Source: an optimization exercise on an open RTL-to-GDS flow (aim: small area and a short achievable clock period). Production flows keep margins and buffers that such runs may drop. Function was checked by simulation only, so behaviour that the tests miss may differ from the original. No activity file was given, so power comes from the tool's default toggle rates.

[run.sh]
#!/bin/bash
# synth_recipe.tcl (not shown) runs the flow's synth.tcl, then flattens the netlist and writes it again
# the make line also repeats each setting of config.mk as NAME=value (left out here)
make -C /OpenROAD-flow-scripts/flow DESIGN_CONFIG=/design/flow/config.mk WORK_HOME=/design/flow/orfs CLKGATE_MAP_FILE= SYNTH_SCRIPT=/design/flow/synth_recipe.tcl finish
[config.mk]
export PLATFORM = sky130hd
export DESIGN_NAME = rsvStation
export DESIGN_NICKNAME = rsvStation
export VERILOG_FILES = /design/flow/design.v
export SDC_FILE = /design/flow/constraint.sdc
export NUM_CORES = 4
export LEC_CHECK = 0
export CAP_MARGIN = 20
export CORE_MARGIN = 2
export CORE_UTILIZATION = 40
export SLEW_MARGIN = 20
[constraint.sdc]
create_clock -name core_clock -period 6.0 [get_ports {clk}]
set_input_delay 1.2000 -clock core_clock [delete_from_list [all_inputs] [get_ports {clk}]]
set_output_delay 1.2000 -clock core_clock [all_outputs]
set_load 0.01 [all_outputs]
[design.v]
package rsPkg;
    localparam int rsDepth  = 16;
    localparam int rsIdxW   = 4;    
    localparam int rsCountW = 5;    
    localparam int dataW    = 32;   
    localparam int immW     = 32;
    localparam int opIdW    = 6;
    localparam int robTagW  = 4;
endpackage
`timescale 1ns/1ps
import rsPkg::*;
module rsvStation (
    input  logic                 clk,
    input  logic                 arstN,
    input  logic                 insValid,
    input  logic [dataW-1:0]     insPc,
    input  logic [opIdW-1:0]     insOpId,
    input  logic [immW-1:0]      insImm,
    input  logic [robTagW-1:0]   insRobTag,
    input  logic                 rs1Ready,
    input  logic [dataW-1:0]     rs1Value,
    input  logic [robTagW-1:0]   rs1Tag,
    input  logic                 rs2Ready,
    input  logic [dataW-1:0]     rs2Value,
    input  logic [robTagW-1:0]   rs2Tag,
    input  logic                 cdbValid,
    input  logic [robTagW-1:0]   cdbTag,
    input  logic [dataW-1:0]     cdbValue,
    input  logic                 flush,      
    output logic                 full,
    output logic                 issueValid,
    output logic [dataW-1:0]     issuePc,
    output logic [opIdW-1:0]     issueOpId,
    output logic [dataW-1:0]     issueRs1,
    output logic [dataW-1:0]     issueRs2,
    output logic [immW-1:0]      issueImm,
    output logic [robTagW-1:0]   issueRobTag
);
    localparam int payW = dataW + opIdW + immW + robTagW;
    logic [rsDepth-1:0] occQ;                
    logic [rsDepth-1:0] r1Q, r2Q;            
    logic [dataW-1:0]   v1Q [rsDepth];       
    logic [dataW-1:0]   v2Q [rsDepth];
    logic [payW-1:0]    payQ [rsDepth];      
    function automatic logic [rsDepth-1:0] lowestOH(input logic [rsDepth-1:0] vec);
        logic [rsDepth-1:0] below;
        below[0] = 1'b0;
        for (int i = 1; i < rsDepth; i++) below[i] = below[i-1] | vec[i-1];
        lowestOH = vec & ~below;
    endfunction
    logic [rsDepth-1:0] slotReady, issOH, insOH, wake1, wake2;
    logic               issueHit;
    assign slotReady = occQ & r1Q & r2Q;
    assign issueHit  = |slotReady;
    assign issOH     = lowestOH(slotReady);
    assign insOH     = lowestOH(~occQ | slotReady);
    assign full = (&occQ) & ~issueHit;
    always_comb begin
        for (int i = 0; i < rsDepth; i++) begin
            wake1[i] = cdbValid && !r1Q[i] && (v1Q[i][robTagW-1:0] == cdbTag);
            wake2[i] = cdbValid && !r2Q[i] && (v2Q[i][robTagW-1:0] == cdbTag);
        end
    end
    logic             byp1, byp2, in1Rdy, in2Rdy;
    logic [dataW-1:0] in1Val, in2Val;
    assign byp1   = cdbValid && !rs1Ready && (rs1Tag == cdbTag);
    assign byp2   = cdbValid && !rs2Ready && (rs2Tag == cdbTag);
    assign in1Rdy = rs1Ready || byp1;
    assign in2Rdy = rs2Ready || byp2;
    assign in1Val[dataW-1:robTagW] = byp1 ? cdbValue[dataW-1:robTagW] : rs1Value[dataW-1:robTagW];
    assign in2Val[dataW-1:robTagW] = byp2 ? cdbValue[dataW-1:robTagW] : rs2Value[dataW-1:robTagW];
    assign in1Val[robTagW-1:0] = rs1Ready ? rs1Value[robTagW-1:0] : (byp1 ? cdbValue[robTagW-1:0] : rs1Tag);
    assign in2Val[robTagW-1:0] = rs2Ready ? rs2Value[robTagW-1:0] : (byp2 ? cdbValue[robTagW-1:0] : rs2Tag);
    always_ff @(posedge clk or negedge arstN) begin
        if (!arstN) begin
            occQ <= '0;
        end else if (flush) begin
            occQ <= '0;
        end else begin
            occQ <= (occQ & ~issOH) | (insValid ? insOH : '0);
        end
    end
    always_ff @(posedge clk) begin
        for (int i = 0; i < rsDepth; i++) begin
            if (insOH[i]) begin
                payQ[i] <= {insPc, insOpId, insImm, insRobTag};
                v1Q[i]  <= in1Val;
                r1Q[i]  <= in1Rdy;
                v2Q[i]  <= in2Val;
                r2Q[i]  <= in2Rdy;
            end else begin
                if (wake1[i]) begin
                    v1Q[i] <= cdbValue;
                    r1Q[i] <= 1'b1;
                end
                if (wake2[i]) begin
                    v2Q[i] <= cdbValue;
                    r2Q[i] <= 1'b1;
                end
            end
        end
    end
    logic [payW-1:0]  payRd;
    logic [dataW-1:0] v1Rd, v2Rd;
    always_comb begin
        payRd = '0;
        v1Rd  = '0;
        v2Rd  = '0;
        for (int i = 0; i < rsDepth; i++) begin
            payRd = payRd | (payQ[i] & {payW{issOH[i]}});
            v1Rd  = v1Rd  | (v1Q[i]  & {dataW{issOH[i]}});
            v2Rd  = v2Rd  | (v2Q[i]  & {dataW{issOH[i]}});
        end
    end
    always_ff @(posedge clk or negedge arstN) begin
        if (!arstN) begin
            issueValid <= 1'b0;
        end else begin
            issueValid <= issueHit && !flush;
        end
    end
    always_ff @(posedge clk) begin
        {issuePc, issueOpId, issueImm, issueRobTag} <= payRd;
        issueRs1 <= v1Rd;
        issueRs2 <= v2Rd;
    end
endmodule
==> out/metrics.yaml, run 1 <==
yosysTopAreaCell: "edfxtp_1"
cp-start-kind: "register"
power_frac_comb: 0.060
p_per_area_nw_per_um2: 318
critPathArrivalTime_ns: 4.04
grt_pass1_wl_um: 503000
synthTopCellsByArea: "edfxtp_1, a21oi_1, a221o_1, dfxtp_1, nand3_1"
worstPathRequired_ns: 4.80
slowest_stage: "clkdlybuf4s50_1"
drc: 0
ys_warn_count: 4
yosys_register_bits: 2395
cpPeakStageDelay_ns: 0.61
io_buffers: 328
setup_viol: 0
vias: 72300
endpoint_kind: "output port"
clock_path_buffers: 4
reg2reg_to: "v1Q[12][27]"
vias_per_cell: 6.46
synth-edff-count: 2240
leakagePower_nw: 38.5
die_x_um: 506
crit_chain: "buf_4 > and3_4 > nor4_4 > nand3_1 > nor3_1 > and2_1 > clkdlybuf4s50_1"
fin_area_um2: 116000
rsz0062_at_grt: "no"
clock-sinks: 2395
die_h_um: 506
cts_resized: 0
crit_path_end: "full"
routed_wl_um: 361000
peakVddDrop_v: 0.000288
worst_pin_slew_ns: 1.22
p_sw_frac: 0.225
crit_path_start: "r2Q[4]"
crit_family: "simple AND/OR/NAND/NOR gates"
core_area_um2: 251000
max_freq_ghz: 0.191
seq_power_share: 0.506
reg2regPathDepth: 7
dp_cells: 10700
routabilityCongestion: 0.870
cts_tree: "done"
grt-ovfl-total: 0
htreeDepth: 5
cts_setup_buffers: 0
grt_usage: 0.272
die-area_um2: 256000
cts_root_buffer: "clkbuf_16"
status: "timing/DRC/antenna clean"
period_needed_ns: 5.24
dp_hpwl_um: 187000
critPathKind: "reg2out"
path_depth: 7
finClkSkew_ns: 0.0893
dr.pass1.iters: 6
min_path_type: "reg2reg"
synth_area_um2: 101000
drive_gt1_frac: 0.0889
syn_nets: 7768
hold_violations: 0
cts.clk_slew.worst_paths_ns: 0.06
slew_violations: 0
grt_max_degree: 139
p_int_mw: 28.6
async_flop_share: 0.00710
r2r-start: "occQ[9]"
period_share: 0.874
synth.top_cell.area_share: 0.667
syn_inst: 7579
syn_area_per_cell_um2: 13.3
regToRegSetupSlack_ns: 1.73
switching_power_mw: 8.31
ys.flop_type: "edfxtp_1"
drtAntennaViolNets: 0
p_clk_frac: 0.434
antenna_found_initial: 33
path_max_fanout: 48
cts-hold-fix-buffers: 0
syn_to_final_growth_pct: 15.1
fin_nets: 7810
post_drt_wl_per_cell_um: 32.3
num_rows: 184
dpl_cell_area_um2: 108000
drt_iter0_drc: 11300
yosysSeqAreaShare: 0.699
numCtsBuffers: 278
crit_buf_inv: 2
io-pin-count: 329
clk-insertion-delay-late_ns: 0.96
fillerInstances: 22000
drv_cap: 0
synth.distinct_cells: 66
finalNonFillerCells: 11200
relSlewSlack: 0.181
grt_pass1_vias: 69300
start_util: 0.402
-- cell families after synthesis --
logic type,synth area share
simple gates,0.0839
xor+xnor,0.0115
flops,0.699
mux,0.0174
compound gates,0.156
buf+inv,0.0330
-- how the worst min path moves through the flow --
stage / from / end / slack (ns) / cells after the start
2_1_floorplan: v2Q[15][30] / issueRs2[30] / 0.44 / 2
3_3_place_gp: payQ[7][1] / issueRobTag[1] / 0.46 / 2
3_5_place_dp: payQ[7][0] / issueRobTag[0] / 0.47 / 2
4_1_cts: payQ[15][40] / issueOpId[4] / 0.45 / 2
5_1_grt: payQ[7][40] / issueOpId[4] / 0.49 / 2
6_report: payQ[7][40] / issueOpId[4] / 0.46 / 2
-- worst register-to-register path: cells and delay by family, from the launching register on --
kind	cells	cell delay, ns
buffers and inverters	2	0.84
flip-flops	1	0.47
AND/OR/NAND/NOR	3	1.81
AO/OA/AOI/OAI	2	0.84
-- through the flow --
step / TNS, ns / utilization / hold WS [ns] / total power, mW / setup WS (ns)
after floorplan: -153.93 / - / 0.441 / 20.1 / -0.831
after global placement: 0 / 0.429 / 0.462 / 21.1 / 1.44
after detailed placement: 0 / 0.429 / 0.466 / 21.2 / 1.36
after CTS: 0 / 0.462 / 0.454 / 37.0 / 0.734
after global routing: 0 / 0.462 / 0.489 / 37.8 / 0.634
final: 0 / 0.462 / 0.460 / 36.9 / 0.756
-- Yosys cell counts (5+ instances only) --
cell and instances:
edfxtp_1 2240, a21oi_1 1405, clkbuf_1 485, nand3_1 472, nor2_1 438, a221o_1 277, nand2_1 265, buf_2 163
and3_1 154, nand4_1 153, nand2b_1 149, a32oi_1 139, dfxtp_1 138, a2111oi_0 137, a21o_1 137, o211ai_1 137
o21ai_0 117, xnor2_1 98, mux2i_1 56, mux2i_4 48, o21ai_1 41, buf_1 40, inv_1 37, xor2_1 34
buf_4 32, or4_1 22, dfrtp_1 17, o41ai_1 13, nor4_1 11, and2_1 9, buf_6 8, mux2i_2 8
nor3_1 8, and4_1 7, nor2b_1 7, a21boi_1 6, o31ai_1 6, a22oi_1 5, a31oi_1 5, inv_2 5
-- power groups by stage --
stage	combinational (mW)	clock [mW]	sequential, mW
finish	2.19	16.0	18.7
detailed placement	2.14	0	19.0
global placement	2.11	0	19.0
floorplan	1.04	0	19.0
global route	2.31	16.8	18.7
CTS	2.15	16.1	18.7
-- flip-flops by register name (all words and copies together), names as in the netlist, 32 cells and up --
register and count:
v1Q 512, v2Q 512, issuePc 32, payQ 1184, issueRs2 32, issueImm 32, issueRs1 32
-- final cells by class --
type | count | area (µm²) | area share
Tap cell | 3348 | 4190 | 0.0361
Antenna cell | 13 | 32.5 | 0.000280
Multi-Input combinational cell | 4409 | 27700 | 0.239
Timing Repair Buffer | 492 | 4990 | 0.0430
Clock inverter | 93 | 731 | 0.00630
Clock buffer | 388 | 7680 | 0.0662
Sequential cell | 2395 | 70500 | 0.607
Inverter | 45 | 219 | 0.00189
-- layout by cell type (no fill, tap or decap), types with 37 or more instances in the layout --
| cell | count |
|---|---|
| o211ai_1 | 137 |
| a21o_1 | 137 |
| clkinv_1 | 40 |
| a221o_1 | 277 |
| mux2i_4 | 48 |
| mux2i_1 | 56 |
| nand2_1 | 244 |
| o21ai_1 | 41 |
| o21ai_0 | 117 |
| buf_12 | 39 |
| nand4_1 | 153 |
| nand2b_1 | 149 |
| nor2_1 | 431 |
| xnor2_1 | 98 |
| clkbuf_1 | 86 |
| a2111oi_0 | 132 |
| clkbuf_16 | 284 |
| a21oi_1 | 1404 |
| inv_1 | 37 |
| dfxtp_1 | 138 |
| and3_1 | 140 |
| edfxtp_1 | 2240 |
| buf_4 | 123 |
| nand3_1 | 466 |
| a32oi_1 | 139 |
| clkdlybuf4s50_1 | 323 |
-- metal layers --
layer | vias up | wire length [µm] | GRT usage
li1 | 29700 | - | -
met1 | 36300 | 133000 | 0.355
met2 | 5110 | 166000 | 0.429
met3 | 1060 | 43800 | 0.0674
met4 | 24 | 18400 | 0.124
met5 | - | 163 | 0
==> run 2, diff against run 1 <==
--- a/design.v
+++ b/design.v
@@ -54,7 +54,6 @@
     assign issueHit  = |slotReady;
     assign issOH     = lowestOH(slotReady);
     assign insOH     = lowestOH(~occQ | slotReady);
-    assign full = (&occQ) & ~issueHit;
     always_comb begin
         for (int i = 0; i < rsDepth; i++) begin
             wake1[i] = cdbValid && !r1Q[i] && (v1Q[i][robTagW-1:0] == cdbTag);
@@ -71,32 +70,34 @@
     assign in2Val[dataW-1:robTagW] = byp2 ? cdbValue[dataW-1:robTagW] : rs2Value[dataW-1:robTagW];
     assign in1Val[robTagW-1:0] = rs1Ready ? rs1Value[robTagW-1:0] : (byp1 ? cdbValue[robTagW-1:0] : rs1Tag);
     assign in2Val[robTagW-1:0] = rs2Ready ? rs2Value[robTagW-1:0] : (byp2 ? cdbValue[robTagW-1:0] : rs2Tag);
+    logic [rsDepth-1:0] occD, r1D, r2D;
+    assign occD = flush ? '0 : ((occQ & ~issOH) | (insValid ? insOH : '0));
     always_ff @(posedge clk or negedge arstN) begin
         if (!arstN) begin
             occQ <= '0;
-        end else if (flush) begin
-            occQ <= '0;
+            full <= 1'b0;
         end else begin
-            occQ <= (occQ & ~issOH) | (insValid ? insOH : '0);
+            occQ <= occD;
+            full <= (&occD) & ~|(occD & r1D & r2D);
         end
     end
+    logic [rsDepth-1:0] wk1, wk2;
+    assign wk1 = wake1 & ~insOH;
+    assign wk2 = wake2 & ~insOH;
+    assign r1D = insOH & {rsDepth{in1Rdy}} | ~insOH & (r1Q | wake1);
+    assign r2D = insOH & {rsDepth{in2Rdy}} | ~insOH & (r2Q | wake2);
     always_ff @(posedge clk) begin
+        r1Q <= r1D;
+        r2Q <= r2D;
         for (int i = 0; i < rsDepth; i++) begin
             if (insOH[i]) begin
                 payQ[i] <= {insPc, insOpId, insImm, insRobTag};
-                v1Q[i]  <= in1Val;
-                r1Q[i]  <= in1Rdy;
-                v2Q[i]  <= in2Val;
-                r2Q[i]  <= in2Rdy;
-            end else begin
-                if (wake1[i]) begin
-                    v1Q[i] <= cdbValue;
-                    r1Q[i] <= 1'b1;
-                end
-                if (wake2[i]) begin
-                    v2Q[i] <= cdbValue;
-                    r2Q[i] <= 1'b1;
-                end
+            end
+            if (insOH[i] | wk1[i]) begin
+                v1Q[i] <= (in1Val & {dataW{insOH[i]}}) | (cdbValue & {dataW{wk1[i]}});
+            end
+            if (insOH[i] | wk2[i]) begin
+                v2Q[i] <= (in2Val & {dataW{insOH[i]}}) | (cdbValue & {dataW{wk2[i]}});
             end
         end
     end
--- a/config.mk
+++ b/config.mk
@@ -8,4 +8,5 @@
 export CAP_MARGIN = 20
 export CORE_MARGIN = 2
 export CORE_UTILIZATION = 40
+export SETUP_SLACK_MARGIN = 3.0
 export SLEW_MARGIN = 20
==> run 2 against run 1 <==
Effect of this change:
- setup slack better by 2.1 ns
- cell count is 1.1% lower
- sequential power hardly changed
- area after synthesis is 2.7% lower
- largest power group unchanged
==> out/metrics.yaml, run 2 <==
status: "timing/DRC/antenna clean"
leakagePower_nw: 39.2  # +1.9%
vias: 76200  # +5.4%
antenna_found_initial: 46  # +39%
critPathArrivalTime_ns: 3.73  # -0.31 ns
routed_wl_um: 423000  # +17%
fin_area_um2: 121000  # +4.1%
max_freq_ghz: 0.316  # +66%
path_max_fanout: 56  # +17%
synthTopCellsByArea: "edfxtp_1, o21ai_0, a222oi_1, dfxtp_1, nand3_1"
async_flop_share: 0.00751  # +0.000414
dr.pass1.iters: 12  # +6
setup_viol: 0  # unchanged
finClkSkew_ns: 0.116  # +0.0270 ns
dp_hpwl_um: 204000  # +8.6%
drc: 0  # unchanged
yosysMostFrequentCell: "edfxtp_1"
fillerInstances: 20500  # -7.1%
synth_area_um2: 98100  # -2.7%
yosys_register_bits: 2396  # +0.042%
grt_usage: 0.322  # +0.0493
endpoint_kind: "register"
htreeDepth: 5  # unchanged
p_int_mw: 28.9  # +1.3%
dpl_cell_area_um2: 106000  # -1.8%
syn_nets: 7385  # -4.9%
seq_power_share: 0.502  # -0.004
core_area_um2: 244000  # -2.9%
relSlewSlack: 0.263  # +0.0811
pre_cts_slack_ns: 1.23  # -0.128 ns
grt_util_met3: 0.134  # +0.0670
drtAntennaViolNets: 0  # unchanged
critPathKind: "reg2reg"
fin_nets: 7827  # +0.22%
peakVddDrop_v: 0.000305  # +5.7%
layout_common_cells: "edfxtp_1, o21ai_0, nand2_1"
routabilityCongestion: 0.980  # +13%
largestRegisters: "payQ: 1184 flops, v1Q: 512 flops, v2Q: 512 flops"
die-area_um2: 249000  # -2.7%
top_register: "payQ"
io_buffers: 328  # unchanged
slew_violations: 0  # unchanged
ys_warn_count: 4  # unchanged
grt_busiest_layer: "met2"
cp-start-kind: "register"
hold_violations: 0  # unchanged
period_needed_ns: 3.17  # -2.08 ns
num_rows: 181  # -1.6%
synth_common_cells: "edfxtp_1, o21ai_0, nand2_1"
grt_pass1_wl_um: 565000  # +12%
worst_pin_slew_ns: 1.11  # -0.118 ns
synth.top_cell.area_share: 0.676  # +0.00863
setup-tns-final_ns: 0  # unchanged
drive_gt1_frac: 0.164  # +0.0752
yosysSeqAreaShare: 0.715  # +0.0163
yosysTopAreaCell: "edfxtp_1"
period_share: 0.528  # -0.346
power_frac_comb: 0.069  # +0.009
cts.clk_slew.worst_paths_ns: 0.06  # about the same
vias_per_cell: 6.89  # +6.6%
synth.distinct_cells: 80  # +21%
rsz0062_at_grt: "yes"
cts_root_buffer: "clkbuf_16"
clock-sinks: 2396  # +0.042%
syn_to_final_growth_pct: 23.1
clk-insertion-delay-late_ns: 1.00  # +0.04 ns
grt-ovfl-total: 0  # unchanged
min_path_type: "in2async"
p_per_area_nw_per_um2: 312  # -1.7%
die_x_um: 499  # -1.3%
syn_inst: 7196  # -5.1%
ys.flop_type: "edfxtp_1"
syn_area_per_cell_um2: 13.6  # +2.5%
total_power_mw: 37.7  # +2.3%
io-pin-count: 329  # unchanged
largest_reg_flops: 1184  # unchanged
layout_setup_ws_ns: 2.83  # +2.08 ns
start_util: 0.403  # +0.000852
cts_tree: "done"
final_util: 0.495  # +0.0332
grt_pass1_vias: 71500  # +3.1%
numCtsBuffers: 274  # -1.4%
switching_power_mw: 8.79  # +5.7%
met1_usage: 0.400  # +0.0448
worstPathRequired_ns: 6.56  # +1.76 ns
layout_commonest_cell: "edfxtp_1"
grt_max_degree: 83  # -40%
clock_path_buffers: 4  # unchanged
drt_iter0_drc: 16100  # +43%
die_h_um: 499  # -1.3%
grtUsageMet2: 0.465  # +0.0361
p_clk_frac: 0.429  # -0.005
synth-edff-count: 2208  # -1.4%
drv_cap: 0  # unchanged
post_drt_wl_per_cell_um: 38.2  # +18%
p_sw_frac: 0.233  # +0.00761
-- run 2: cell types whose count changed after synthesis, sizes merged, moves of 135 or more --
cell    delta
nand2    +332
and3     -139
a221oi   +147
a32oi    -135
a21oi   -1364
nor2     -378
a21o     -137
o22ai    +214
a222oi   +423
o21ai    +945
a221o    -146
nand2b   -135
-- run 2: final timing paths --
kind / endpoint / slack, ns / start / depth (start not counted)
min in group core_clock: issueImm[3] / 0.42 / payQ[15][7] / 2
hold / removal: occQ[2] / 0.28 / arstN / 1
max in group asynchronous: issueValid / 5.25 / arstN / 1
hold reg to reg: issueImm[3] / 0.42 / payQ[15][7] / 2
setup / recovery: payQ[13][5] / 2.83 / occQ[8] / 6
setup reg to reg: payQ[13][5] / 2.83 / occQ[8] / 6
-- run 2: cell families (layout without fill, tap and decap cells) --
kind of cell           after synthesis  after routing  share of synthesized area
other                                0             24                          0
AND/OR/NAND/NOR                   1522           1561                     0.0754
XOR/XNOR                            52             52                    0.00464
multiplexers                        70             70                    0.00717
AO/OA/AOI/OAI                     2321           2321                      0.163
buffers and inverters              835           1431                     0.0350
flip-flops                        2396           2396                      0.715
-- run 2: per-layer routing --
metal,up-vias,part of all wire
met5,-,0.0020
met4,55,0.078
met3,1727,0.16
met2,7056,0.42
met1,37400,0.34
li1,30000,-
-- run 2: power by group through the flow --
stage	Clock [mW]	Combinational [mW]	Sequential [mW]
floorplan	0	1.09	19.2
global placement	0	2.16	19.2
detailed placement	0	2.18	19.2
CTS	16.2	2.44	18.9
global route	16.9	2.67	18.9
finish	16.2	2.61	18.9
-- run 2: worst max-delay path, cell delays in order (launching register included) --
cell and delay, ns:
dfrtp_1 0.40, a21boi_4 0.66, nand2_1 0.18, nor4_1 0.33, nand2_2 0.39, clkinvlp_4 0.29, buf_12 0.35
-- run 2: per-stage QoR --
step,std cells,hold slack (ns)
final,11100,0.278
after detailed placement,10200,0.433
after floorplan,7196,0.421
after global placement,10200,0.430
after CTS,11000,0.269
after global routing,11000,0.268
-- run 2: timing repair --
item	in CTS	in global routing
setup buffers	244	57
hold buffers	0	0
endpoints found under the setup margin	3304	1639
resized for setup	400	128
pin swaps	69	34
cloned	65	18
-- run 2: cell type report --
| class | instances | area (µm²) | area share |
|---|---|---|---|
| multi-input combinational | 4004 | 26900 | 0.223 |
| timing repair buffer | 877 | 10600 | 0.0877 |
| sequential | 2396 | 70200 | 0.582 |
| inverter | 79 | 418 | 0.00346 |
| timing repair inverter | 6 | 48.8 | 0.000404 |
| tap | 3202 | 4010 | 0.0332 |
| antenna | 24 | 60.1 | 0.000497 |
| clock buffer | 355 | 7490 | 0.0621 |
| clock inverter | 114 | 968 | 0.00802 |

re-timing with driven ports:
Ports are ideal in the flow. The routed layouts listed here were re-timed in OpenROAD.
Step 1: set_driving_cell puts a clkbuf_16 on clk and a buf_2 on each other input, an assumption about the parent block.
Step 2 also shifts input and output timing later by t, the mid clock arrival at the registers, as if the neighbouring blocks saw the same clock.
Slacks: no drivers / after step 1 / after step 2; pairs: no drivers / after step 1.
run | t (ns) | slack for setup (ns) | worst hold slack (ns) | worst setup path at the end | pins driven straight from the clock port
run 1 | 1.004 | 0.756 / 0.667 / 1.327 | 0.460 / 0.460 / 0.460 | input to register | 1
run 2 | 1.046 | 2.833 / 2.833 / 1.891 | 0.278 / 0.314 / 0.423 | input to register | 1
After both steps setup and hold are still met in every run listed. The setup slack of run 2, which loses most, moves by 0.000 ns with the drivers and by -0.942 ns with both steps.
